This design comes from an exercise in tuning for small area, a short achievable clock period and few clock cycles per item on the open sky130 flow, not from production work. RTL that was checked went through simulation tests only; none was proved equivalent to the original. Power figures rest on the tool's default switching activity, not on a simulated workload.

==> module small_set_membership_table, before the edit <==
module small_set_membership_table #(
  parameter int unsigned CAPACITY   = ssmt_pkg::DEF_CAPACITY,
  parameter int unsigned ELEM_WIDTH = ssmt_pkg::DEF_ELEM_WIDTH
) (
  input  wire logic                          clk_i,
  input  wire logic                          rst_ni,
  input  wire logic                          start_i,
  output logic                               busy_o,
  input  wire logic [ssmt_pkg::OP_W-1:0]     op_i,
  input  wire logic [ssmt_pkg::VALUE_W-1:0]  value_i,
  output logic                               valid_o,
  output logic                               was_member_o,
  output logic [ssmt_pkg::COUNT_W-1:0]       count_o,
  output logic                               empty_res_o,
  output logic                               full_res_o,
  output logic                               rejected_o
);
  localparam int unsigned CNT_W = $clog2(CAPACITY + 1);
  logic                      x_vld_q;
  logic [ssmt_pkg::OP_W-1:0] x_op_q;
  logic [ELEM_WIDTH-1:0]     x_val_q;
  logic                      y_vld_q;
  logic [ssmt_pkg::OP_W-1:0] y_op_q;
  logic [ELEM_WIDTH-1:0]     y_val_q;
  logic [CAPACITY-1:0]       y_raw_q;        
  logic [CAPACITY-1:0]       y_wslot_q;      
  logic                      y_weq_q;        
  logic                      y_same_q;       
  logic                      u_vld_q;
  logic [ssmt_pkg::OP_W-1:0] u_op_q;
  logic [ELEM_WIDTH-1:0]     u_val_q;
  logic [CAPACITY-1:0]       u_match_q, u_match_d;
  logic                      u_pre_q;        
  logic                      u_same_q;       
  logic                      u_post_q;       
  logic                    init_q;
  logic [CAPACITY-1:0]     valid_q, valid_d;
  logic [CNT_W-1:0]        count_q, count_d;
  logic                    full_q;           
  logic [CAPACITY-1:0]     free;             
  logic [CAPACITY-1:0]     raw_match;
  logic                    valid_res_q;
  logic                    was_q, empty_q, full_res_q, rej_q;
  logic [ssmt_pkg::COUNT_W-1:0] cnt_res_q;
  assign busy_o = 1'b0;
  function automatic logic [CAPACITY-1:0] lowest_free(input logic [CAPACITY-1:0] used);
    logic seen;
    seen = 1'b0;
    for (int i = 0; i < CAPACITY; i++) begin
      lowest_free[i] = !used[i] && !seen;
      seen           = seen || !used[i];
    end
  endfunction
  assign free = lowest_free(valid_q);
  always_ff @(posedge clk_i or negedge rst_ni) begin
    if (!rst_ni) begin
      x_vld_q <= 1'b0;
    end else begin
      x_vld_q <= start_i;
    end
  end
  always_ff @(posedge clk_i) begin
    x_op_q  <= op_i;
    x_val_q <= ELEM_WIDTH'(value_i);
  end
  for (genvar i = 0; i < CAPACITY; i++) begin : g_cell
    ssmt_cell #(
      .ELEM_WIDTH(ELEM_WIDTH)
    ) u_cell (
      .clk_i  (clk_i),
      .we_i   (free[i]),
      .wdata_i(u_val_q),
      .cmp_i  (x_val_q),
      .match_o(raw_match[i])
    );
  end
  always_ff @(posedge clk_i or negedge rst_ni) begin
    if (!rst_ni) begin
      y_vld_q <= 1'b0;
    end else begin
      y_vld_q <= x_vld_q;
    end
  end
  always_ff @(posedge clk_i) begin
    y_op_q    <= x_op_q;
    y_val_q   <= x_val_q;
    y_raw_q   <= raw_match;
    y_wslot_q <= free;
    y_weq_q   <= x_val_q == u_val_q;
    y_same_q  <= (x_val_q == y_val_q) && y_vld_q;
  end
  logic [CAPACITY-1:0] y_match;    
  assign y_match   = (y_wslot_q & {CAPACITY{y_weq_q}}) | (~y_wslot_q & y_raw_q);
  assign u_match_d = (free & {CAPACITY{y_same_q}}) | (~free & y_match);
  always_ff @(posedge clk_i or negedge rst_ni) begin
    if (!rst_ni) begin
      u_vld_q <= 1'b0;
    end else begin
      u_vld_q <= y_vld_q;
    end
  end
  always_ff @(posedge clk_i) begin
    u_op_q    <= y_op_q;
    u_val_q   <= y_val_q;
    u_match_q <= u_match_d;
    u_pre_q   <= |(y_match & valid_q) && !(u_vld_q && (u_op_q == ssmt_pkg::OP_CLEAR));
    u_same_q  <= y_same_q;
  end
  logic [CAPACITY-1:0] hit;
  logic                member;
  logic                is_ins, is_del, is_qry, is_clr;
  logic                rej_d;
  logic                empty_set;
  logic                ins_ok;
  logic                del_ok;
  logic                post_d;
  assign is_ins   = u_vld_q && (u_op_q == ssmt_pkg::OP_INSERT);
  assign is_del   = u_vld_q && (u_op_q == ssmt_pkg::OP_DELETE);
  assign is_qry   = u_vld_q && (u_op_q == ssmt_pkg::OP_QUERY);
  assign is_clr   = u_vld_q && (u_op_q == ssmt_pkg::OP_CLEAR);
  assign empty_set = is_clr || !init_q;
  assign hit      = u_match_q & valid_q;
  assign member   = u_same_q ? u_post_q : u_pre_q;
  assign ins_ok   = is_ins && !full_q && !member;
  assign del_ok   = is_del && member;
  assign rej_d    = is_ins && full_q && !member;
  assign post_d   = (is_ins && !(full_q && !member)) || (is_qry && member);
  logic [CNT_W-1:0]    cnt_inc, cnt_dec;
  logic                empty_d, full_d;
  assign cnt_inc  = count_q + CNT_W'(1);
  assign cnt_dec  = count_q - CNT_W'(1);
  always_comb begin
    valid_d = valid_q;
    count_d = count_q;
    empty_d = count_q == '0;
    full_d  = full_q;
    if (empty_set) begin
      valid_d = '0;
      count_d = '0;
      empty_d = 1'b1;
      full_d  = 1'b0;
    end else if (ins_ok) begin
      valid_d = valid_q | free;
      count_d = cnt_inc;
      empty_d = 1'b0;
      full_d  = count_q == CNT_W'(CAPACITY - 1);
    end else if (del_ok) begin
      valid_d = valid_q & ~hit;
      count_d = cnt_dec;
      empty_d = count_q == CNT_W'(1);
      full_d  = 1'b0;
    end
  end
  always_ff @(posedge clk_i or negedge rst_ni) begin
    if (!rst_ni) begin
      init_q      <= 1'b0;
      valid_res_q <= 1'b0;
    end else begin
      init_q      <= 1'b1;
      valid_res_q <= u_vld_q;
    end
  end
  always_ff @(posedge clk_i) begin
    valid_q <= valid_d;
    count_q <= count_d;
    full_q  <= full_d;
  end
  always_ff @(posedge clk_i) begin
    u_post_q <= post_d;
  end
  always_ff @(posedge clk_i) begin
    was_q      <= member;
    cnt_res_q  <= ssmt_pkg::COUNT_W'(count_d);
    empty_q    <= empty_d;
    full_res_q <= full_d;
    rej_q      <= rej_d;
  end
  assign valid_o      = valid_res_q;
  assign was_member_o = was_q;
  assign count_o      = cnt_res_q;
  assign empty_res_o  = empty_q;
  assign full_res_o   = full_res_q;
  assign rejected_o   = rej_q;
endmodule
clock: 4.0 ns
lec_check: 0
cap_margin: 20
core_margin: 2
core_utilization: 40
cts_cluster_diameter: 100
cts_cluster_size: 24
setup_slack_margin: 2.15
slew_margin: 20
run.sh (not shown) runs the stock make flow with config.mk's settings and CLKGATE_MAP_FILE= SYNTH_SCRIPT=/design/flow/synth_recipe.tcl, a recipe that flattens the netlist after the stock synthesis.
Testbench counts at the start, summed over its fixed seeds: cycles 32,032, items 32,000.
Then changed:
--- a/flow/design.v
+++ b/flow/design.v
@@ -73,9 +73,8 @@
   logic                      u_same_q;       
   logic                      u_post_q;       
-  logic                    init_q;
   logic [CAPACITY-1:0]     valid_q, valid_d;
   logic [CNT_W-1:0]        count_q, count_d;
   logic                    full_q;           
-  logic [CAPACITY-1:0]     free;             
+  logic [CAPACITY-1:0]     free_q, free_d;   
   logic [CAPACITY-1:0]     raw_match;
   logic                    valid_res_q;
@@ -91,5 +90,4 @@
     end
   endfunction
-  assign free = lowest_free(valid_q);
   always_ff @(posedge clk_i or negedge rst_ni) begin
     if (!rst_ni) begin
@@ -108,5 +106,5 @@
     ) u_cell (
       .clk_i  (clk_i),
-      .we_i   (free[i]),
+      .we_i   (free_q[i]),
       .wdata_i(u_val_q),
       .cmp_i  (x_val_q),
@@ -125,5 +123,5 @@
     y_val_q   <= x_val_q;
     y_raw_q   <= raw_match;
-    y_wslot_q <= free;
+    y_wslot_q <= free_q;
     y_weq_q   <= x_val_q == u_val_q;
     y_same_q  <= (x_val_q == y_val_q) && y_vld_q;
@@ -131,5 +129,5 @@
   logic [CAPACITY-1:0] y_match;    
   assign y_match   = (y_wslot_q & {CAPACITY{y_weq_q}}) | (~y_wslot_q & y_raw_q);
-  assign u_match_d = (free & {CAPACITY{y_same_q}}) | (~free & y_match);
+  assign u_match_d = (free_q & {CAPACITY{y_same_q}}) | (~free_q & y_match);
   always_ff @(posedge clk_i or negedge rst_ni) begin
     if (!rst_ni) begin
@@ -150,5 +148,4 @@
   logic                is_ins, is_del, is_qry, is_clr;
   logic                rej_d;
-  logic                empty_set;
   logic                ins_ok;
   logic                del_ok;
@@ -158,5 +155,4 @@
   assign is_qry   = u_vld_q && (u_op_q == ssmt_pkg::OP_QUERY);
   assign is_clr   = u_vld_q && (u_op_q == ssmt_pkg::OP_CLEAR);
-  assign empty_set = is_clr || !init_q;
   assign hit      = u_match_q & valid_q;
   assign member   = u_same_q ? u_post_q : u_pre_q;
@@ -166,20 +162,26 @@
   assign post_d   = (is_ins && !(full_q && !member)) || (is_qry && member);
   logic [CNT_W-1:0]    cnt_inc, cnt_dec;
+  logic [CAPACITY-1:0] free_ins, free_del;
   logic                empty_d, full_d;
   assign cnt_inc  = count_q + CNT_W'(1);
   assign cnt_dec  = count_q - CNT_W'(1);
+  assign free_ins = lowest_free(valid_q | free_q);
+  assign free_del = lowest_free(valid_q & ~hit);
   always_comb begin
     valid_d = valid_q;
     count_d = count_q;
+    free_d  = free_q;
     empty_d = count_q == '0;
     full_d  = full_q;
-    if (empty_set) begin
+    if (is_clr) begin
       valid_d = '0;
       count_d = '0;
+      free_d  = CAPACITY'(1);
       empty_d = 1'b1;
       full_d  = 1'b0;
     end else if (ins_ok) begin
-      valid_d = valid_q | free;
+      valid_d = valid_q | free_q;
       count_d = cnt_inc;
+      free_d  = free_ins;
       empty_d = 1'b0;
       full_d  = count_q == CNT_W'(CAPACITY - 1);
@@ -187,4 +189,5 @@
       valid_d = valid_q & ~hit;
       count_d = cnt_dec;
+      free_d  = free_del;
       empty_d = count_q == CNT_W'(1);
       full_d  = 1'b0;
@@ -193,15 +196,16 @@
   always_ff @(posedge clk_i or negedge rst_ni) begin
     if (!rst_ni) begin
-      init_q      <= 1'b0;
+      valid_q     <= '0;
+      count_q     <= '0;
+      full_q      <= 1'b0;
+      free_q      <= CAPACITY'(1);
       valid_res_q <= 1'b0;
     end else begin
-      init_q      <= 1'b1;
+      valid_q     <= valid_d;
+      count_q     <= count_d;
+      full_q      <= full_d;
+      free_q      <= free_d;
       valid_res_q <= u_vld_q;
     end
-  end
-  always_ff @(posedge clk_i) begin
-    valid_q <= valid_d;
-    count_q <= count_d;
-    full_q  <= full_d;
   end
   always_ff @(posedge clk_i) begin
What happened: The new run completed with no timing, DRC or antenna violations. Wire length increases slightly. Die area increases by a little under a tenth. Hold slack is worse by 0.080 ns. Core utilization decreases by 1.1 points. Clock power increases by a few percent. Worst setup slack is better by 0.0065 ns. Clock skew decreases by 0.0055 ns. Sequential share of layout area increases by 0.77 points.
For the second run of this note, only the layout was checked, not whether the RTL still works.

## separate check: timing with driven ports
No port has a modelled driver above. Below, the same layouts with a new extraction and two added sets of constraints.
Step 1 sets driving cells, clkbuf_16 on the clock port and buf_2 on the other inputs (assumed; they add their load-dependent delay and slew).
Step 2 moves the port delays by t, midway between the first and last clock arrival at a register: inputs arrive t later, outputs are due t later. That takes back most of the time a late clock gives input paths.
Three values: ideal, step 1, step 2; two values: the first two.
run	t (ns)	setup WS [ns]	hold slack, ns	worst slew at a driven data input, ns
the first run	0.582	2.152 / 2.119 / 2.152	0.333 / 0.333 / 0.333	0.03
the second run	0.574	2.159 / 2.127 / 2.159	0.254 / 0.224 / 0.333	0.04
After both steps every run listed still meets setup and hold.
